This design comes from an exercise in tuning for small area, a short achievable clock period and few clock cycles on the open sky130 flow, not from production work.
Function was checked by simulation only, so behaviour that the tests miss may differ from the original.
Power figures rest on the tool's default switching activity, not on a simulated workload.

### config.mk
export PLATFORM = sky130hd
export DESIGN_NAME = roc_top
export DESIGN_NICKNAME = roc_top
export VERILOG_FILES = /design/flow/design.v
export SDC_FILE = /design/flow/constraint.sdc
export NUM_CORES = 4
export LEC_CHECK = 0
export CAP_MARGIN = 20
export CORE_MARGIN = 2
export CORE_UTILIZATION = 65
export CTS_BUF_LIST = sky130_fd_sc_hd__clkbuf_8
export PLACE_DENSITY = 0.75
export SETUP_SLACK_MARGIN = 2.5
export SLEW_MARGIN = 20
### constraint.sdc
create_clock -name core_clock -period 5.0 [get_ports {clk_i}]
set_input_delay 1.0000 -clock core_clock [delete_from_list [all_inputs] [get_ports {clk_i}]]
set_output_delay 1.0000 -clock core_clock [all_outputs]
set_load 0.01 [all_outputs]
### design.v
`default_nettype none
package roc_pkg;
  localparam int unsigned AddrWidth = 32;
  localparam int unsigned DataWidth = 32;
  typedef logic [AddrWidth-1:0] addr_t;
  typedef logic [DataWidth-1:0] data_t;
endpackage
`default_nettype wire
`timescale 1ns/1ps
`default_nettype none
module roc_region_decode #(
  parameter int unsigned NrRegions = 2
) (
  input  wire logic                    enable_i,
  input  wire logic [NrRegions*64-1:0] regions_i,
  input  wire logic [31:0]             addr_i,
  output logic                         cacheable_o
);
  logic in_region;
  always_comb begin
    in_region = 1'b0;
    for (int unsigned i = 0; i < NrRegions; i++) begin
      if ((addr_i >= regions_i[i*64+32 +: 32]) &&
          (addr_i < regions_i[i*64 +: 32])) begin
        in_region = 1'b1;
      end
    end
  end
  assign cacheable_o = enable_i && in_region;
endmodule
`default_nettype wire
`timescale 1ns/1ps
`default_nettype none
module roc_line_store (
  input  wire logic        clk_i,
  input  wire logic        rst_n_i,
  input  wire logic [15:0] tag_sel_i,
  output logic             tag_valid_o,
  output logic [25:0]      tag_o,
  input  wire logic [15:0] data_sel_i,
  output logic [31:0]      data_o,
  input  wire logic        wr_i,
  input  wire logic [15:0] wr_sel_i,
  input  wire logic [25:0] wr_tag_i,
  input  wire logic [31:0] wr_data_i,
  input  wire logic        flush_i
);
  logic [25:0] tag_mem  [16];
  logic [31:0] data_mem [16];
  logic [15:0] valid_q;
  always_comb begin
    tag_valid_o = |(valid_q & tag_sel_i);
    tag_o       = '0;
    data_o      = '0;
    for (int unsigned k = 0; k < 16; k++) begin
      tag_o  = tag_o  | (tag_mem[k]  & {26{tag_sel_i[k]}});
      data_o = data_o | (data_mem[k] & {32{data_sel_i[k]}});
    end
  end
  always_ff @(posedge clk_i or negedge rst_n_i) begin
    if (!rst_n_i) begin
      valid_q <= '0;
    end else if (flush_i) begin
      valid_q <= '0;
    end else if (wr_i) begin
      valid_q <= valid_q | wr_sel_i;
    end
  end
  always_ff @(posedge clk_i) begin
    for (int unsigned k = 0; k < 16; k++) begin
      if (wr_i && wr_sel_i[k]) begin
        tag_mem[k]  <= wr_tag_i;
        data_mem[k] <= wr_data_i;
      end
    end
  end
endmodule
`default_nettype wire
`timescale 1ns/1ps
`default_nettype none
module roc_refill #(
  parameter int unsigned Depth = 4
) (
  input  wire logic        clk_i,
  input  wire logic        rst_n_i,
  input  wire logic        push_i,
  input  wire logic        push_hit_i,
  input  wire logic        push_issued_i,  
  output logic             early_ok_o,
  input  wire logic        early_i,
  input  wire logic [31:0] early_addr_i,
  input  wire logic        early_after_push_i,  
  input  wire logic        push_cacheable_i,
  input  wire logic [31:0] push_addr_i,
  input  wire logic [31:0] push_data_i,
  output logic             full_o,
  output logic             full_nx_o,
  output logic             empty_nx_o,
  input  wire logic        chk_c_i,
  input  wire logic [3:0]  chk_idx_i,
  output logic             chk_pending_o,
  output logic [32:0]      rsp_o,
  output logic             rsp_valid_o,
  input  wire logic        rsp_ready_i,
  output logic [31:0]      mem_addr_o,
  output logic             mem_req_valid_o,
  input  wire logic        mem_req_ready_i,
  input  wire logic [32:0] mem_rsp_i,
  input  wire logic        mem_rsp_valid_i,
  output logic             fill_o,
  output logic [15:0]      fill_sel_o,
  output logic [25:0]      fill_tag_o,
  output logic [31:0]      fill_data_o
);
  logic [Depth-1:0] vld_q;     
  logic [Depth-1:0] rdy_q;     
  logic [Depth-1:0] need_q;    
  logic [Depth-1:0] wait_q;    
  logic [Depth-1:0] c_q;       
  logic [Depth-1:0] err_q;
  logic [31:0]      d_q [Depth];
  logic [Depth-1:0] hd_q, tl_q, iss_q, fil_q;
  logic             rsp_v_q;
  logic [32:0]      rsp_q;
  logic             mem_v_q;
  logic [31:0]      mem_q;
  function automatic logic [Depth-1:0] rotl(input logic [Depth-1:0] v);
    rotl = {v[Depth-2:0], v[Depth-1]};
  endfunction
  function automatic logic [Depth-1:0] first_from(input logic [Depth-1:0] f,
                                                  input logic [Depth-1:0] p);
    logic [Depth-1:0] r;
    logic             found;
    r = '0;
    for (int unsigned s = 0; s < Depth; s++) begin
      found = 1'b0;
      for (int unsigned k = 0; k < Depth; k++) begin
        if (!found && f[(s + k) % Depth]) begin
          if (p[s]) r[(s + k) % Depth] = 1'b1;
          found = 1'b1;
        end
      end
    end
    first_from = r;
  endfunction
  logic             rsp_free, mem_free;
  logic             head_fill, pop, load_q, load_push, push_miss;
  logic [Depth-1:0] push_oh, pop_oh, iss_oh, fil_oh;
  logic [Depth-1:0] pend_nx;
  logic [32:0]      head;
  logic [31:0]      iss_addr;
  assign rsp_valid_o     = rsp_v_q;
  assign rsp_o           = rsp_q;
  assign mem_req_valid_o = mem_v_q;
  assign mem_addr_o      = mem_q;
  assign rsp_free = !rsp_v_q || rsp_ready_i;
  assign mem_free = !mem_v_q || mem_req_ready_i;
  always_comb begin
    head       = '0;
    iss_addr   = '0;
    fill_tag_o = '0;
    for (int unsigned i = 0; i < Depth; i++) begin
      if (hd_q[i])  head     = head | {d_q[i], err_q[i]};
      if (iss_q[i]) iss_addr = iss_addr | d_q[i];
      if (fil_q[i]) fill_tag_o = fill_tag_o | d_q[i][31:6];
    end
  end
  logic [Depth-1:0] fil_nx, fil_nx_f, fil_nx_n;
  logic [3:0]       fill_idx_q;
  logic             fill_c_q;
  logic [3:0]       fidx_f, fidx_n;
  logic             fc_f, fc_n;
  logic [Depth-1:0] fs_f, fs_n;
  logic             any_f, any_n;
  assign fs_f  = first_from((need_q | wait_q) & ~fil_q, fil_q);
  assign fs_n  = first_from(need_q | wait_q, fil_q);
  assign any_f = |((need_q | wait_q) & ~fil_q);
  assign any_n = |(need_q | wait_q);
  assign fil_nx_f = any_f ? fs_f : (push_i ? tl_q : fil_q);
  assign fil_nx_n = any_n ? fs_n : (push_i ? tl_q : fil_q);
  assign fil_nx   = mem_rsp_valid_i ? fil_nx_f : fil_nx_n;
  always_comb begin
    fidx_f = '0;
    fidx_n = '0;
    fc_f   = 1'b0;
    fc_n   = 1'b0;
    for (int unsigned i = 0; i < Depth; i++) begin
      if (fs_f[i]) begin
        fidx_f = fidx_f | d_q[i][5:2];
        fc_f   = fc_f | c_q[i];
      end
      if (fs_n[i]) begin
        fidx_n = fidx_n | d_q[i][5:2];
        fc_n   = fc_n | c_q[i];
      end
    end
    if (!any_f) begin
      fidx_f = push_addr_i[5:2];
      fc_f   = push_i && push_cacheable_i && !push_hit_i;
    end
    if (!any_n) begin
      fidx_n = push_addr_i[5:2];
      fc_n   = push_i && push_cacheable_i && !push_hit_i;
    end
  end
  always_ff @(posedge clk_i) begin
    fill_idx_q <= mem_rsp_valid_i ? fidx_f : fidx_n;
    fill_c_q   <= mem_rsp_valid_i ? fc_f : fc_n;
  end
  assign fill_o     = fill_c_q && mem_rsp_valid_i && !mem_rsp_i[0];
  assign fill_sel_o = 16'd1 << fill_idx_q;
  assign fill_data_o = mem_rsp_i[32:1];
  assign head_fill = mem_rsp_valid_i && |(hd_q & fil_q & wait_q);
  assign pop       = rsp_free && |(hd_q & vld_q) && (|(hd_q & rdy_q) || head_fill);
  assign push_miss = push_i && !push_hit_i;
  assign load_q    = mem_free && |(iss_q & need_q);
  assign load_push  = mem_free && ~|need_q && push_miss && !push_issued_i;
  assign early_ok_o = mem_free && ~|need_q;
  assign push_oh = push_i ? tl_q : '0;
  assign pop_oh  = pop ? hd_q : '0;
  assign iss_oh  = load_q ? iss_q : '0;
  assign fil_oh  = mem_rsp_valid_i ? fil_q : '0;
  logic             full_q;
  logic [Depth-1:0] vld_nx;
  logic [Depth-1:0] tl_nx;
  logic             rsp_v_nx;
  assign vld_nx   = (vld_q & ~pop_oh) | push_oh;
  assign tl_nx    = push_i ? rotl(tl_q) : tl_q;
  assign rsp_v_nx = rsp_free ? pop : rsp_v_q;
  assign full_o    = full_q;
  assign full_nx_o = |(tl_nx & vld_nx);
  assign empty_nx_o = ~|vld_nx && !rsp_v_nx;
  assign pend_nx = ((need_q | wait_q) & c_q & ~fil_oh);
  always_comb begin
    chk_pending_o = 1'b0;
    for (int unsigned i = 0; i < Depth; i++) begin
      if (pend_nx[i] && (d_q[i][5:2] == chk_idx_i)) chk_pending_o = 1'b1;
    end
    if (push_miss && push_cacheable_i && (push_addr_i[5:2] == chk_idx_i)) chk_pending_o = 1'b1;
    chk_pending_o = chk_pending_o && chk_c_i;
  end
  always_ff @(posedge clk_i or negedge rst_n_i) begin
    if (!rst_n_i) begin
      vld_q   <= '0;
      rdy_q   <= '0;
      need_q  <= '0;
      wait_q  <= '0;
      hd_q    <= Depth'(1);
      tl_q    <= Depth'(1);
      iss_q   <= Depth'(1);
      fil_q   <= Depth'(1);
      rsp_v_q <= 1'b0;
      mem_v_q <= 1'b0;
      full_q  <= 1'b0;
    end else begin
      full_q  <= full_nx_o;
      vld_q   <= vld_nx;
      rdy_q   <= ((rdy_q | fil_oh) & ~pop_oh & ~push_oh) | (push_hit_i ? push_oh : '0);
      need_q  <= (need_q & ~iss_oh) | ((push_miss && !load_push && !push_issued_i) ? push_oh : '0);
      wait_q  <= (wait_q & ~fil_oh) | iss_oh | ((load_push || (push_miss && push_issued_i)) ? push_oh : '0);
      if (pop)    hd_q <= rotl(hd_q);
      tl_q    <= tl_nx;
      iss_q   <= (|(need_q & ~iss_oh)) ? first_from(need_q & ~iss_oh, iss_q)
                                       : (push_i ? tl_q : iss_q);
      fil_q   <= fil_nx;
      rsp_v_q <= rsp_v_nx;
      if (mem_free) mem_v_q <= load_q || load_push || early_i;
    end
  end
  always_ff @(posedge clk_i) begin
    for (int unsigned i = 0; i < Depth; i++) begin
      if (fil_oh[i]) begin
        d_q[i]   <= mem_rsp_i[32:1];
        err_q[i] <= mem_rsp_i[0];
      end
      if (push_oh[i]) begin
        d_q[i]   <= push_hit_i ? push_data_i : push_addr_i;
        err_q[i] <= 1'b0;
        c_q[i]   <= push_cacheable_i && !push_hit_i;
      end
    end
    if (pop) begin
      rsp_q <= head_fill ? mem_rsp_i : head;
    end
    if (load_q) begin
      mem_q <= iss_addr;
    end else if (mem_free && ~|need_q) begin
      mem_q <= early_after_push_i ? push_addr_i : early_addr_i;
    end
  end
endmodule
`default_nettype wire
`timescale 1ns/1ps
`default_nettype none
module roc_top #(
  parameter int unsigned LineCount = 16,
  parameter int unsigned NrRegions = 2,
  parameter int unsigned Depth     = 6
) (
  input  wire logic                              clk_i,
  input  wire logic                              rst_n_i,
  input  wire logic                              enable_i,
  input  wire logic [NrRegions*64-1:0]           regions_i,
  input  wire logic [31:0]                       req_i,
  input  wire logic                              req_valid_i,
  output logic                                   req_ready_o,
  output logic [32:0]                            rsp_o,
  output logic                                   rsp_valid_o,
  input  wire logic                              rsp_ready_i,
  output logic [31:0]                            mem_addr_o,
  output logic                                   mem_req_valid_o,
  input  wire logic                              mem_req_ready_i,
  input  wire logic [32:0]                       mem_rsp_i,
  input  wire logic                              mem_rsp_valid_i,
  input  wire logic                              flush_valid_i,
  output logic                                   flush_ready_o
);
  logic        cacheable;
  logic        accept;
  logic [15:0] req_sel;
  logic        s_v_q;
  logic [31:0] s_addr_q;
  logic [15:0] s_sel_q;
  logic        s_c_q;
  logic        s_lv_q;
  logic [25:0] s_ltag_q;
  logic        s_fupd_q;
  logic        s_fhit_q;
  logic        hit;
  logic        s_pend_q;
  logic        s_move;
  logic        s_v_nx;
  logic        rd_valid;
  logic [25:0] rd_tag;
  logic [31:0] rd_data;
  logic        pend_nx;
  logic        q_full;
  logic        q_full_nx;
  logic        q_empty_nx;
  logic        ready_q;
  logic        idle_q;
  logic        fill;
  logic [15:0] fill_sel;
  logic [25:0] fill_tag;
  logic [31:0] fill_data;
  logic        flush;
  roc_region_decode #(
    .NrRegions ( NrRegions )
  ) i_region_decode (
    .enable_i    ( enable_i  ),
    .regions_i   ( regions_i ),
    .addr_i      ( req_i     ),
    .cacheable_o ( cacheable )
  );
  assign s_move      = s_v_q && !q_full && !s_pend_q;
  assign req_ready_o = ready_q;
  assign accept      = req_ready_o && req_valid_i;
  assign s_v_nx      = accept || (s_v_q && !s_move);
  always_ff @(posedge clk_i or negedge rst_n_i) begin
    if (!rst_n_i) begin
      ready_q  <= 1'b1;
      s_v_q    <= 1'b0;
      s_pend_q <= 1'b0;
    end else begin
      ready_q  <= !(s_v_nx && (q_full_nx || pend_nx));
      s_v_q    <= s_v_nx;
      s_pend_q <= pend_nx;
    end
  end
  logic req_fill;
  logic s_fill;
  assign req_sel  = 16'd1 << req_i[5:2];
  assign req_fill = fill && |(fill_sel & req_sel);
  assign s_fill   = fill && |(fill_sel & s_sel_q);
  always_ff @(posedge clk_i or negedge rst_n_i) begin
    if (!rst_n_i) begin
      s_fupd_q <= 1'b0;
    end else if (accept) begin
      s_fupd_q <= req_fill;
    end else if (s_fill) begin
      s_fupd_q <= 1'b1;
    end
  end
  always_ff @(posedge clk_i) begin
    if (accept) begin
      s_addr_q <= req_i;
      s_sel_q  <= req_sel;
      s_c_q    <= cacheable;
      s_lv_q   <= rd_valid;
      s_ltag_q <= rd_tag;
      s_fhit_q <= (fill_tag == req_i[31:6]);
    end else if (s_fill) begin
      s_fhit_q <= (fill_tag == s_addr_q[31:6]);
    end
  end
  assign hit = s_c_q && (s_fupd_q ? s_fhit_q : (s_lv_q && (s_ltag_q == s_addr_q[31:6])));
  roc_line_store i_line_store (
    .clk_i       ( clk_i     ),
    .rst_n_i     ( rst_n_i   ),
    .tag_sel_i   ( req_sel   ),
    .tag_valid_o ( rd_valid  ),
    .tag_o       ( rd_tag    ),
    .data_sel_i  ( s_sel_q   ),
    .data_o      ( rd_data   ),
    .wr_i        ( fill      ),
    .wr_sel_i    ( fill_sel  ),
    .wr_tag_i    ( fill_tag  ),
    .wr_data_i   ( fill_data ),
    .flush_i     ( flush     )
  );
  roc_refill #(
    .Depth ( Depth )
  ) i_refill (
    .clk_i            ( clk_i           ),
    .rst_n_i          ( rst_n_i         ),
    .push_i           ( s_move          ),
    .push_hit_i       ( hit             ),
    .push_issued_i    ( 1'b0            ),
    .early_ok_o       (                 ),
    .early_i          ( 1'b0            ),
    .early_addr_i     ( '0              ),
    .early_after_push_i ( 1'b1          ),
    .push_cacheable_i ( s_c_q           ),
    .push_addr_i      ( s_addr_q        ),
    .push_data_i      ( rd_data         ),
    .full_o           ( q_full          ),
    .full_nx_o        ( q_full_nx       ),
    .empty_nx_o       ( q_empty_nx      ),
    .chk_c_i          ( accept ? cacheable : s_c_q ),
    .chk_idx_i        ( accept ? req_i[5:2] : s_addr_q[5:2] ),
    .chk_pending_o    ( pend_nx         ),
    .rsp_o            ( rsp_o           ),
    .rsp_valid_o      ( rsp_valid_o     ),
    .rsp_ready_i      ( rsp_ready_i     ),
    .mem_addr_o       ( mem_addr_o      ),
    .mem_req_valid_o  ( mem_req_valid_o ),
    .mem_req_ready_i  ( mem_req_ready_i ),
    .mem_rsp_i        ( mem_rsp_i       ),
    .mem_rsp_valid_i  ( mem_rsp_valid_i ),
    .fill_o           ( fill            ),
    .fill_sel_o       ( fill_sel        ),
    .fill_tag_o       ( fill_tag        ),
    .fill_data_o      ( fill_data       )
  );
  always_ff @(posedge clk_i or negedge rst_n_i) begin
    if (!rst_n_i) begin
      idle_q <= 1'b0;
    end else begin
      idle_q <= !s_v_nx && q_empty_nx;
    end
  end
  assign flush_ready_o = idle_q;
  assign flush         = flush_valid_i && flush_ready_o;
endmodule
`default_nettype wire
### run.sh
#!/bin/bash
# synth_recipe.tcl (not shown) runs the flow's synth.tcl, then flattens the netlist and writes it again
# the make line also repeats each setting of config.mk as NAME=value (left out here)
make -C /OpenROAD-flow-scripts/flow DESIGN_CONFIG=/design/flow/config.mk WORK_HOME=/design/flow/orfs CLKGATE_MAP_FILE= SYNTH_SCRIPT=/design/flow/synth_recipe.tcl finish
==> results of run 1 <==
[layout by cell type (no fill, tap or decap), types with 29 or more instances in the layout]
cell,synthesis,layout
nor2_1,151,125
dfrtp_1,67,56
clkdlybuf4s50_1,0,152
a21oi_1,85,81
clkinv_1,0,45
nand4_1,88,88
o21ai_1,216,195
nand3_1,60,37
edfxtp_1,1267,1267
nand2_1,314,294
a21o_1,29,29
a221oi_1,309,304
a22oi_1,162,145
xnor2_1,60,56
clkbuf_8,0,213
o21ai_0,41,34
buf_12,0,37
ha_1,126,114
buf_4,0,224
inv_1,157,216
a31oi_1,71,71
mux2i_4,2,37
buf_2,15,67
a22o_1,303,303
[per-stage QoR]
step	power (mW)	setup slack, ps	hold slack (ps)
3_3_place_gp	14.9	1010	442
2_1_floorplan	13.9	1280	436
5_1_grt	24.2	2170	51.0
6_report	23.7	2230	30.3
4_1_cts	23.3	2310	21.0
3_5_place_dp	14.9	974	450
[worst max-delay path, stage by stage, from the launching register on]
cell and delay, ps:
edfxtp_1 470, xor2_1 200, nor4_1 310, nand4_1 150
nor3_2 170, a22oi_2 150, nand2b_4 260, buf_12 190
buf_16 170, mux2i_4 290, o21ai_1 110
[kinds of logic after synthesis]
group / synth area share
xor+xnor: 0.0122
fa+ha+maj: 0.0271
simple gates: 0.0586
flops: 0.689
compound gates: 0.173
mux: 0.0123
buf+inv: 0.0283
[sequential cells by signal, summed over array words and instances (netlist names), 16 cells and up]
signal / cells
i_line_store.data_mem: 512
i_line_store.tag_mem: 416
i_refill.d_q: 192
i_refill.rsp_q: 33
i_refill.mem_q: 32
s_addr_q: 32
s_ltag_q: 26
i_line_store.valid_q: 16
s_sel_q: 16
[metal layers]
| metal | part of all wire | wire length, um |
|---|---|---|
| met5 | 0 | 0 |
| met1 | 0.33 | 69500 |
| met4 | 0.073 | 15200 |
| met2 | 0.42 | 88300 |
| met3 | 0.17 | 35200 |
[where the power goes]
part,internal (mW),switching [mW]
Combinational,0.849,1.47
Clock,4.18,4.33
Sequential,12.7,0.178
Total,17.7,5.98
[worst paths after layout]
kind	start	to	slack (ps)
worst min register to register	i_refill.err_q[5]	i_refill.err_q[5]	460
min in group core_clock	req_i[11]	s_addr_q[11]	440
max in group asynchronous	rst_n_i	i_line_store.valid_q[0]	3910
worst max-delay path	s_ltag_q[18]	i_refill.d_q[1][12]	2230
worst max register to register	s_ltag_q[18]	i_refill.d_q[1][12]	2230
worst min-delay path	rst_n_i	i_refill.iss_q[3]	30
[cell type report]
| type | instances | area [um2] |
|---|---|---|
| well taps | 1165 | 1460 |
| fillers | 5083 | 18600 |
| clock buffers | 213 | 2930 |
| flip-flops and latches | 1351 | 40100 |
| repair inverters | 4 | 37.5 |
| repair buffers | 577 | 5670 |
| multi-input cells | 2362 | 18300 |
| clock inverters | 155 | 835 |
| diodes | 7 | 17.5 |
| inverters | 159 | 639 |
[timing repair]
item	4_1_cts	5_1_grt
endpoints found under the setup margin	1594	911
gates cloned	14	6
pin swaps	23	77
setup buffers	73	80
gates resized for setup	548	201
==> impl_metrics.csv, run 1 <==
group,metric,value,unit
outcome,status,"finished clean",
clocking,clk_latency,920,ps
placement,gp_congestion,0.970,
synthesis,synth_common_cells,"edfxtp_1 (1,267), nand2_1 (314), a221oi_1 (309)",
critical_path,path_class,"flop to flop",
final_layout,fin_util,0.790,
sta,finalCritPeriodShare,0.554,
synthesis,netlist.area_leader.share,0.653,
sta,max_clock_freq,0.361,GHz
critical_path,path_max_fanout,8,
global_routing,grtUsageTotal,0.442,
synthesis,post-synth-top-count-cell,"edfxtp_1",
die,chipWidth,303,um
die,die_area,92000,um2
power_and_ir_drop,vdd_drop_max,0.326,mV
synthesis,syn_area,58200,um2
synthesis,synth.area.top_cells,"edfxtp_1 (65%), a221oi_1 (4.6%), a22o_1 (4.6%)",
drt,viasPerCell,7.36,
power_and_ir_drop,p_leak,25.2,nW
synthesis,ys_ff_latch,1351,
drt,wl,208000,um
global_routing,grt-busiest-layer,"met2",
sta,setup_violations,0,
die,placementRows,109,
die,initial_core_util,0.657,
synthesis,synth-main-ff-cell,"edfxtp_1",
synthesis,synth_warnings,7,
sta,worstMarginPinSlew,1190,ps
sta,finalHoldViolations,0,
sta,clock-skew-final,50.2,ps
die,coreArea,88600,um2
clocking,cts_max_level,4,
synthesis,yosysUniqueCellTypes,88,
sta,maxSlewHeadroom,0.205,
drt,firstDrtPassIters,9,
placement,portBuffers,269,
global_routing,met1_usage,0.592,
clocking,clockRootBuffer,"clkbuf_8",
critical_path,critPathRequiredTime,5620,ps
run,maxCapViolations,0,
clocking,numCtsBuffers,200,
global_routing,grt_overflow_total,0,
die,fp.dieH,303,um
clocking,cts_sinks,1351,
worst_hold_path,hold_class,"input port to asynchronous set/reset pin",
critical_path,cp.arrival,3390,ps
clocking,cts_hold_buf,0,
clocking,cts_tree,"done",
synthesis,synth_edf_count,1267,
synthesis,postSynthAreaPerCell,14.1,um2
global_routing,met3_usage,0.155,
die,io_pins,270,
sta,final_max_slew_viol_count,0,
sta,min_period,2770,ps
global_routing,grt_max_degree,71,
sta,rsz0062_at_grt,"yes",
synthesis,synth_nets,4469,
final_layout,area_growth,20.3,%
drt,vias,44100,
critical_path,cp-end-kind,"flop",
critical_path,startpoint_type,"flop",
synthesis,netlist_instances,4142,
power_and_ir_drop,power.density,338,nW/um2
global_routing,grt_pass1_vias,41000,
synthesis,async_flop_share,0.0533,
critical_path,r2r_cells,10,
final_layout,finalNonFillerCells,5993,
clocking,clk_path_buf_depth,3,
drt,antenna_left,0,
synthesis,yosysTopAreaCell,"edfxtp_1",
global_routing,gr-usage-met2,0.635,
final_layout,drive_gt1_frac,0.194,
drt,drtIter0Drc,7562,
placement,hpwlAfterDp,117000,um
synthesis,seq_area_frac_synth,0.689,
global_routing,grt_pass1_wl,286000,um
final_layout,nNetsFinal,4982,
drt,detail_route.wl_per_cell,34.7,um
clocking,clk_pin_slew,60,ps
sta,fin_tns_setup,0,ps
global_routing,antenna_found_initial,6,
final_layout,finalInstanceArea,70000,um2
placement,place_area,62900,um2
placement,dp_cells,5445,
drt,drc_errors,0,
Testbench counts, summed over its fixed seeds: cycles 18,390.
==> inputs of run 2 (changes only) <==
--- a/design.v
+++ b/design.v
@@ -324,4 +324,3 @@
   logic        s_c_q;
-  logic        s_lv_q;
-  logic [25:0] s_ltag_q;
+  logic        s_teq_q;
   logic        s_fupd_q;
@@ -388,4 +387,3 @@
       s_c_q    <= cacheable;
-      s_lv_q   <= rd_valid;
-      s_ltag_q <= rd_tag;
+      s_teq_q  <= rd_valid && (rd_tag == req_i[31:6]);
       s_fhit_q <= (fill_tag == req_i[31:6]);
@@ -395,3 +393,3 @@
   end
-  assign hit = s_c_q && (s_fupd_q ? s_fhit_q : (s_lv_q && (s_ltag_q == s_addr_q[31:6])));
+  assign hit = s_c_q && (s_fupd_q ? s_fhit_q : s_teq_q);
   roc_line_store i_line_store (
==> run 2 against run 1 <==
Effect of this change: register-to-register slack improved by 90 ps; clock skew rose by 17 ps; sequential cell count fell by 26; still clean; global-route usage rose by 0.68 points; wire length rose by 1.6%; fmax fell by 3.5%; critical path depth rose by 1.
==> impl_metrics.csv, run 2 <==
group,metric,value,unit
outcome,status,"finished clean",
power_and_ir_drop,pwr-share-comb,0.091,
critical_path,crit_start,"req_i[2]",
critical_path,r2r_cells,8,
synthesis,yosysUniqueCellTypes,95,
critical_path,startpoint_type,"input port",
synthesis,post-synth-top-count-cell,"edfxtp_1",
synthesis,postSynthAreaPerCell,13.5,um2
clocking,cts_max_level,4,
global_routing,grt_pass1_wl,298000,um
global_routing,grt_max_degree,73,
final_layout,top_register,"i_line_store.data_mem",
drt,antenna_left,0,
critical_path,critPathRequiredTime,5690,ps
run,maxCapViolations,0,
final_layout,largest_registers,"i_line_store.data_mem: 512 flops, i_line_store.tag_mem: 416 flops, i_refill.d_q: 192 flops",
die,coreArea,89700,um2
sta,rsz0062_at_grt,"yes",
clocking,clk_latency,920,ps
drt,wl,212000,um
clocking,clk_pin_slew,70,ps
clocking,numCtsBuffers,202,
die,fp.dieH,304,um
synthesis,synth-main-ff-cell,"edfxtp_1",
clocking,clockRootBuffer,"clkbuf_8",
synthesis,netlist_instances,4335,
clocking,cts_tree,"done",
placement,hpwlAfterDp,123000,um
power_and_ir_drop,power.density,332,nW/um2
power_and_ir_drop,swShare,0.252,
synthesis,ys_ff_latch,1325,
sta,finalCritPeriodShare,0.574,
critical_path,path_class,"input port to flop",
final_layout,nNetsFinal,5138,
final_layout,final_common_cell,"edfxtp_1",
sta,fin_tns_setup,0,ps
global_routing,grt_overflow_total,0,
drt,drc_errors,0,
drt,drtIter0Drc,8544,
power_and_ir_drop,p_leak,25.4,nW
power_and_ir_drop,clkPwrFrac,0.372,
worst_hold_path,hold_class,"flop to flop",
power_and_ir_drop,netSwitchingPower,5.83,mW
die,io_pins,270,
critical_path,reg2reg_setup_slack,2320,ps
final_layout,largest_reg_flops,512,
critical_path,path_max_fanout,16,
synthesis,synth.area.top_cells,"edfxtp_1 (64%), a22oi_1 (3.5%), a221oi_1 (2.9%)",
synthesis,async_flop_share,0.0543,
clocking,cts_sinks,1325,
critical_path,cpMostUsedCell,"nand4_1",
critical_path,cpMaxStageDelayCell,"nor4b_2",
placement,place_area,63300,um2
critical_path,cpPeakStageDelay,630,ps
sta,finalHoldViolations,0,
synthesis,synth_common_cells,"edfxtp_1 (1,241), nand2_1 (344), o21ai_0 (280)",
critical_path,worstReg2RegEnd,"s_fhit_q",
sta,clock-skew-final,67.2,ps
synthesis,netlist.area_leader.share,0.635,
clocking,clk_path_buf_depth,3,
critical_path,path_cells,"buf_16, buf_12, nor4b_2, buf_4, a22oi_1, nand4_1, o21a_1, o22ai_1, nor4_1, nand4_1, nor4_2",
global_routing,grtUsageTotal,0.449,
synthesis,yosysTopAreaCell,"edfxtp_1",
placement,dp_cells,5655,
synthesis,synth_nets,4662,
sta,maxSlewHeadroom,0.232,
drt,vias,45500,
worst_hold_path,min-delay-start,"i_refill.err_q[2]",
power_and_ir_drop,p_seq_frac,0.536,
synthesis,syn_area,58700,um2
drt,detail_route.wl_per_cell,34.3,um
die,die_area,92700,um2
final_layout,area_growth,18.7,%
die,chipWidth,304,um
power_and_ir_drop,p_int,17.3,mW
power_and_ir_drop,power.total,23.1,mW
critical_path,reg2reg_from,"i_refill.fil_q[2]",
global_routing,antenna_found_initial,7,
synthesis,synth_edf_count,1241,
sta,max_clock_freq,0.348,GHz
sta,final_max_slew_viol_count,0,
critical_path,cp.arrival,3560,ps
global_routing,grt_pass1_vias,43300,
final_layout,mostFrequentLayoutCells,"edfxtp_1 (1,241), nand2_1 (332), a22oi_1 (272), o21ai_0 (271), inv_1 (222)",
die,placementRows,110,
final_layout,finalNonFillerCells,6166,
critical_path,cp-end-kind,"flop",
final_layout,drive_gt1_frac,0.189,
worst_hold_path,whs_path_depth,2,
synthesis,seq_area_frac_synth,0.670,
sta,setup_violations,0,
sta,worstMarginPinSlew,1150,ps
placement,portBuffers,269,
power_and_ir_drop,vdd_drop_max,0.336,mV
final_layout,finalInstanceArea,69700,um2
drt,viasPerCell,7.38,
critical_path,path_buf_inv,3,
drt,firstDrtPassIters,7,
die,initial_core_util,0.654,
sta,min_period,2870,ps
critical_path,cp_top_family,"simple AND/OR/NAND/NOR gates",
synthesis,synth_warnings,7,
worst_hold_path,min_to,"i_refill.err_q[2]",
placement,gp_congestion,1.04,
run 2: cell types whose count changed after synthesis, sizes merged, moves of 26 or more:
cell,delta
a221oi,-115
a22o,-115
clkbuf,-29
a31oi,+39
a22oi,+111
edfxtp,-26
nand4,-49
a21oi,+50
mux2,+33
buf,+49
and3,+42
nand2,+28
run 2: cell families (layout without fill, tap and decap cells):
group	after synthesis	after routing	synth area share
multiplexers	106	106	0.0201
AND/OR/NAND/NOR	816	819	0.0655
adder cells (fa/ha/maj)	126	126	0.0269
other	0	3	0
XOR/XNOR	72	72	0.0107
buffers and inverters	459	1108	0.0319
AO/OA/AOI/OAI	1431	1431	0.175
flip-flops	1325	1325	0.670
run 2: worst max path at each step:
| stage | to | slack [ps] | cells after the start |
|---|---|---|---|
| 6_report | s_teq_q | 2130 | 11 |
| 5_1_grt | s_teq_q | 2140 | 11 |
| 4_1_cts | ready_q | 2280 | 10 |
| 3_5_place_dp | ready_q | 850 | 10 |
| 3_3_place_gp | s_teq_q | 770 | 10 |
| 2_1_floorplan | i_line_store.data_mem[0][0] | 1280 | 4 |
run 2: tightest hold or removal path, cell delays in order, from the launching register on:
cell and delay (ps):
dfxtp_1 310, nand2_1 50, a21oi_1 50
run 2: repair_timing:
action                                  in CTS  in global routing
endpoints found under the setup margin    1054                648
hold endpoints to repair                     5                  0
pin swaps                                   32                 40
resized for setup                          547                198
gates cloned                                11                  2
hold buffers                                 1                  0
setup buffers                               67                 47
run 2: area by class of cell:
type                       instances  area, um2
sequential                      1325      39300
clock inverter                   166        891
timing repair inverter             3       13.8
fill                            5377      20100
inverter                         168        652
timing repair buffer             557       5360
antenna                            3       7.51
tap                             1176       1470
clock buffer                     214       2950
multi-input combinational       2554      19000
run 2: metal layers:
layer / vias up / wire [um] / track usage
met5: - / 22 / 0
met4: 2 / 14100 / 0.232
met3: 952 / 37200 / 0.159
met2: 4509 / 89700 / 0.648
met1: 21700 / 70500 / 0.606
li1: 18300 / - / -
run 2: stage by stage:
stage / hold slack, ps / util / setup WS [ps]
floorplan: 436 / - / 1280
global placement: 442 / 0.705 / 768
detailed placement: 452 / 0.705 / 848
CTS: 460 / 0.763 / 2280
global route: 481 / 0.776 / 2140
finish: 462 / 0.776 / 2130
run 2: power groups by stage:
| stage | Sequential (mW) | Clock [mW] | Combinational, mW |
|---|---|---|---|
| global route | 12.4 | 9.06 | 2.19 |
| finish | 12.4 | 8.61 | 2.11 |
| detailed placement | 12.6 | 0 | 1.80 |
| CTS | 12.4 | 8.55 | 1.92 |
| global placement | 12.6 | 0 | 1.76 |
| floorplan | 12.6 | 0 | 0.915 |
Testbench counts of run 2, summed over its fixed seeds: cycles 18,390.
==> inputs of run 3 (changes only) <==
--- a/design.v
+++ b/design.v
@@ -98,5 +98,8 @@
   output logic             empty_nx_o,
-  input  wire logic        chk_c_i,
-  input  wire logic [3:0]  chk_idx_i,
-  output logic             chk_pending_o,
+  input  wire logic        chk_a_c_i,
+  input  wire logic [3:0]  chk_a_idx_i,
+  output logic             chk_a_pending_o,
+  input  wire logic        chk_b_c_i,
+  input  wire logic [3:0]  chk_b_idx_i,
+  output logic             chk_b_pending_o,
   output logic [32:0]      rsp_o,
@@ -234,8 +237,11 @@
   always_comb begin
-    chk_pending_o = 1'b0;
+    chk_a_pending_o = 1'b0;
+    chk_b_pending_o = 1'b0;
     for (int unsigned i = 0; i < Depth; i++) begin
-      if (pend_nx[i] && (d_q[i][5:2] == chk_idx_i)) chk_pending_o = 1'b1;
+      if (pend_nx[i] && (d_q[i][5:2] == chk_a_idx_i)) chk_a_pending_o = 1'b1;
+      if (pend_nx[i] && (d_q[i][5:2] == chk_b_idx_i)) chk_b_pending_o = 1'b1;
     end
-    if (push_miss && push_cacheable_i && (push_addr_i[5:2] == chk_idx_i)) chk_pending_o = 1'b1;
-    chk_pending_o = chk_pending_o && chk_c_i;
+    if (push_miss && push_cacheable_i && (push_addr_i[5:2] == chk_a_idx_i)) chk_a_pending_o = 1'b1;
+    chk_a_pending_o = chk_a_pending_o && chk_a_c_i;
+    chk_b_pending_o = chk_b_pending_o && chk_b_c_i;
   end
@@ -324,3 +330,4 @@
   logic        s_c_q;
-  logic        s_teq_q;
+  logic        s_teq_lo_q;
+  logic [12:0] s_ltag_hi_q;
   logic        s_fupd_q;
@@ -335,2 +342,4 @@
   logic        pend_nx;
+  logic        pend_req;
+  logic        pend_s;
   logic        q_full;
@@ -357,2 +366,3 @@
   assign s_v_nx      = accept || (s_v_q && !s_move);
+  assign pend_nx     = accept ? pend_req : pend_s;
   always_ff @(posedge clk_i or negedge rst_n_i) begin
@@ -387,3 +397,4 @@
       s_c_q    <= cacheable;
-      s_teq_q  <= rd_valid && (rd_tag == req_i[31:6]);
+      s_teq_lo_q  <= rd_valid && (rd_tag[12:0] == req_i[18:6]);
+      s_ltag_hi_q <= rd_tag[25:13];
       s_fhit_q <= (fill_tag == req_i[31:6]);
@@ -393,3 +404,4 @@
   end
-  assign hit = s_c_q && (s_fupd_q ? s_fhit_q : s_teq_q);
+  assign hit = s_c_q && (s_fupd_q ? s_fhit_q
+                                  : (s_teq_lo_q && (s_ltag_hi_q == s_addr_q[31:19])));
   roc_line_store i_line_store (
@@ -426,5 +438,8 @@
     .empty_nx_o       ( q_empty_nx      ),
-    .chk_c_i          ( accept ? cacheable : s_c_q ),
-    .chk_idx_i        ( accept ? req_i[5:2] : s_addr_q[5:2] ),
-    .chk_pending_o    ( pend_nx         ),
+    .chk_a_c_i        ( cacheable       ),
+    .chk_a_idx_i      ( req_i[5:2]      ),
+    .chk_a_pending_o  ( pend_req        ),
+    .chk_b_c_i        ( s_c_q           ),
+    .chk_b_idx_i      ( s_addr_q[5:2]   ),
+    .chk_b_pending_o  ( pend_s          ),
     .rsp_o            ( rsp_o           ),
==> run 3 against run 2 <==
Effect of this change: global-route usage is 0.47 points lower; sequential power about the same; via count is 2.2% lower; register-to-register slack worse by 440 ps; total power decreased by 2.9%; cell area is 0.64% higher; clock skew about the same; critical path depth fell by 1; worst hold slack worse by 370 ps; clock power decreased by 2%; synthesized cell count decreased by 2.7%; cell count decreased by 1.9%; largest power group unchanged.
==> impl_metrics.csv, run 3 <==
group,metric,value,unit
outcome,status,"finished clean",
critical_path,startpoint_type,"flop",
drt,vias,44500,
critical_path,worstReg2RegEnd,"i_refill.d_q[5][23]",
sta,worstMarginPinSlew,1180,ps
synthesis,yosysUniqueCellTypes,80,
synthesis,synth_warnings,7,
global_routing,gr-usage-met2,0.641,
sta,clock-skew-final,67.3,ps
die,placementRows,109,
clocking,clockRootBuffer,"clkbuf_8",
critical_path,path_max_fanout,18,
clocking,numCtsBuffers,201,
critical_path,cp-end-kind,"flop",
synthesis,seq_area_frac_synth,0.683,
final_layout,drive_gt1_frac,0.192,
power_and_ir_drop,power.density,320,nW/um2
drt,wl,209000,um
clocking,clk_path_buf_depth,3,
power_and_ir_drop,p_leak,25.7,nW
placement,place_area,63000,um2
sta,final_max_slew_viol_count,0,
placement,gp_congestion,1.04,
critical_path,reg2reg_setup_slack,1880,ps
placement,portBuffers,269,
synthesis,netlist.area_leader.share,0.648,
clocking,cts_max_level,4,
critical_path,path_class,"flop to flop",
global_routing,met3_usage,0.160,
critical_path,path_cells,"xor2_1, nor4_2, nand4b_1, o31ai_2, buf_4, nand2_8, buf_16, a31oi_4, a21oi_2, o21ai_0",
die,coreArea,88500,um2
worst_hold_path,hold_class,"input port to asynchronous set/reset pin",
final_layout,area_growth,20.6,%
drt,firstDrtPassIters,9,
global_routing,grt_pass1_wl,288000,um
power_and_ir_drop,vdd_drop_max,0.313,mV
synthesis,netlist_instances,4220,
synthesis,yosysTopAreaCell,"edfxtp_1",
critical_path,cp_top_family,"compound AO/OA/AOI/OAI gates",
final_layout,top_register,"i_line_store.data_mem",
sta,finalHoldViolations,0,
die,io_pins,270,
critical_path,cpPeakStageDelay,530,ps
synthesis,ys_ff_latch,1338,
drt,detail_route.wl_per_cell,34.5,um
critical_path,critPathRequiredTime,5750,ps
critical_path,crit_path_end,"i_refill.d_q[5][23]",
run,maxCapViolations,0,
critical_path,crit_start,"s_ltag_hi_q[11]",
final_layout,largest_reg_flops,512,
final_layout,fin_util,0.792,
drt,drc_errors,0,
sta,finalCritPeriodShare,0.623,
global_routing,grt_pass1_vias,42000,
clocking,clk_latency,940,ps
drt,viasPerCell,7.36,
synthesis,synth_common_cells,"edfxtp_1 (1,255), nand2_1 (345), a22oi_1 (267)",
global_routing,met1_usage,0.591,
final_layout,largest_registers,"i_line_store.data_mem: 512 flops, i_line_store.tag_mem: 416 flops, i_refill.d_q: 192 flops",
critical_path,path_buf_inv,2,
sta,min_period,3120,ps
synthesis,syn_area,58100,um2
clocking,cts_sinks,1338,
drt,drtIter0Drc,7906,
sta,maxSlewHeadroom,0.212,
clocking,cts_tree,"done",
final_layout,final_common_cell,"edfxtp_1",
sta,setup_violations,0,
clocking,clk_pin_slew,60,ps
sta,max_clock_freq,0.321,GHz
drt,antenna_left,0,
final_layout,mostFrequentLayoutCells,"edfxtp_1 (1,255), nand2_1 (333), a22oi_1 (267), a22o_1 (247), buf_4 (237)",
critical_path,reg2reg_from,"s_ltag_hi_q[11]",
global_routing,grt_overflow_total,0,
final_layout,nNetsFinal,5054,
critical_path,cp.arrival,3870,ps
final_layout,finalInstanceArea,70100,um2
synthesis,postSynthAreaPerCell,13.8,um2
global_routing,grt_max_degree,72,
critical_path,cpMaxStageDelayCell,"edfxtp_1",
global_routing,antenna_found_initial,11,
placement,hpwlAfterDp,119000,um
die,chipWidth,303,um
synthesis,post-synth-top-count-cell,"edfxtp_1",
global_routing,grt-busiest-layer,"met2",
synthesis,async_flop_share,0.0538,
critical_path,r2r_cells,10,
die,initial_core_util,0.657,
global_routing,grtUsageTotal,0.444,
power_and_ir_drop,power.total,22.5,mW
synthesis,synth-main-ff-cell,"edfxtp_1",
die,die_area,91900,um2
synthesis,synth.area.top_cells,"edfxtp_1 (65%), a221oi_1 (3.8%), a22o_1 (3.7%)",
critical_path,crit_cells,10,
synthesis,synth_nets,4547,
synthesis,synth_edf_count,1255,
sta,fin_tns_setup,0,ps
die,fp.dieH,303,um
sta,rsz0062_at_grt,"yes",
[run 3: changes by cell type after synthesis, moves of 23 or more]
cell and change:
mux2i_1 -34, a22o_1 +59, xnor2_1 +27, clkbuf_1 +23, a221oi_1 +56
[run 3: repair_timing]
action                     in CTS  in global routing
hold buffers                    0                  0
buffers inserted               76                 61
hold endpoints to repair        0                  0
pin swaps                      52                 81
gates cloned                   14                  4
setup endpoints to repair    1403                578
resized for setup             622                243
[run 3: cell type report]
type                       instances  area (um2)
antenna                            5        12.5
clock buffer                     210        2890
clock inverter                   145         797
fill                            4954       18400
inverter                         152         592
multi-input combinational       2432       18700
sequential                      1338       39700
tap                             1165        1460
timing repair buffer             602        5970
[run 3: how the worst min path moves through the flow]
| stage | start | to | slack, ps | depth (start not counted) |
|---|---|---|---|---|
| floorplan | i_refill.err_q[2] | i_refill.err_q[2] | 430 | 2 |
| global placement | i_refill.err_q[0] | i_refill.err_q[0] | 440 | 2 |
| detailed placement | i_refill.err_q[1] | i_refill.err_q[1] | 460 | 2 |
| CTS | rst_n_i | i_refill.rdy_q[0] | 60 | 1 |
| global route | rst_n_i | i_refill.iss_q[4] | 130 | 1 |
| finish | rst_n_i | i_refill.iss_q[2] | 90 | 1 |
[run 3: power by group]
group | total, mW | switching (mW) | internal [mW]
logic | 1.60 | 0.953 | 0.649
registers | 12.4 | 0.126 | 12.3
clock network | 8.45 | 4.40 | 4.05
[run 3: logic make-up (layout without fill, tap and decap cells)]
family                     after synthesis  after routing  synth area share
AOI/OAI and AO/OA                     1394           1394             0.174
DFF                                   1338           1338             0.683
and+or+nand+nor                        760            763            0.0616
buffers and inverters                  453           1109            0.0301
adders and majority gates              126            126            0.0271
xor gates and xnor gates               106            106            0.0160
muxes                                   43             43           0.00848
other                                    0              5                 0
[run 3: metrics by stage]
| step | hold slack [ps] | setup slack, ps | cells |
|---|---|---|---|
| after CTS | 62.5 | 2090 | 5979 |
| after global placement | 443 | 881 | 5534 |
| after floorplan | 434 | 1250 | 4220 |
| after detailed placement | 456 | 850 | 5534 |
| after global routing | 127 | 1890 | 6048 |
| final | 88.3 | 1880 | 6049 |
[run 3: layer usage]
| layer | vias to the layer above | wire length, um |
|---|---|---|
| met4 | 2 | 14300 |
| met3 | 845 | 36400 |
| met1 | 21400 | 69100 |
| li1 | 17900 | - |
| met2 | 4374 | 89000 |
| met5 | - | 16 |
Testbench counts of run 3, summed over its fixed seeds: cycles 18,390.

## what the ideal ports hide
The flow's constraints put no driver on any port. The routed layouts listed below were extracted and timed again, unchanged, in two steps. Step 1 (the two cells are an assumption about what drives the block):
set clk [get_ports {clk_i}]
set_driving_cell -lib_cell sky130_fd_sc_hd__clkbuf_16 $clk
set_driving_cell -lib_cell sky130_fd_sc_hd__buf_2 [delete_from_list [all_inputs] $clk]
Step 2 adds t to the input delays and takes it off the output delays; t is the mean of the earliest and latest rising clock arrival at the registers after step 1. Input paths then give back, and output paths get back, about the clock's delay inside the block. Three values: no drivers, after step 1, after step 2; two values: the first two.
run | t (ns) | slack for setup (ns) | worst register clock-pin slew, ns | cell pins on the clock port's net
run 1 | 0.956 | 2.228 / 2.228 / 1.539 | 0.08 / 0.08 | 1
run 2 | 0.958 | 2.128 / 2.017 / 1.060 | 0.07 / 0.07 | 1
run 3 | 0.978 | 1.884 / 1.884 / 1.170 | 0.08 / 0.08 | 1
After both steps setup and hold are still met in every run listed. The setup slack of run 2, which loses most, moves by -0.111 ns with the drivers and by -1.068 ns with both steps.
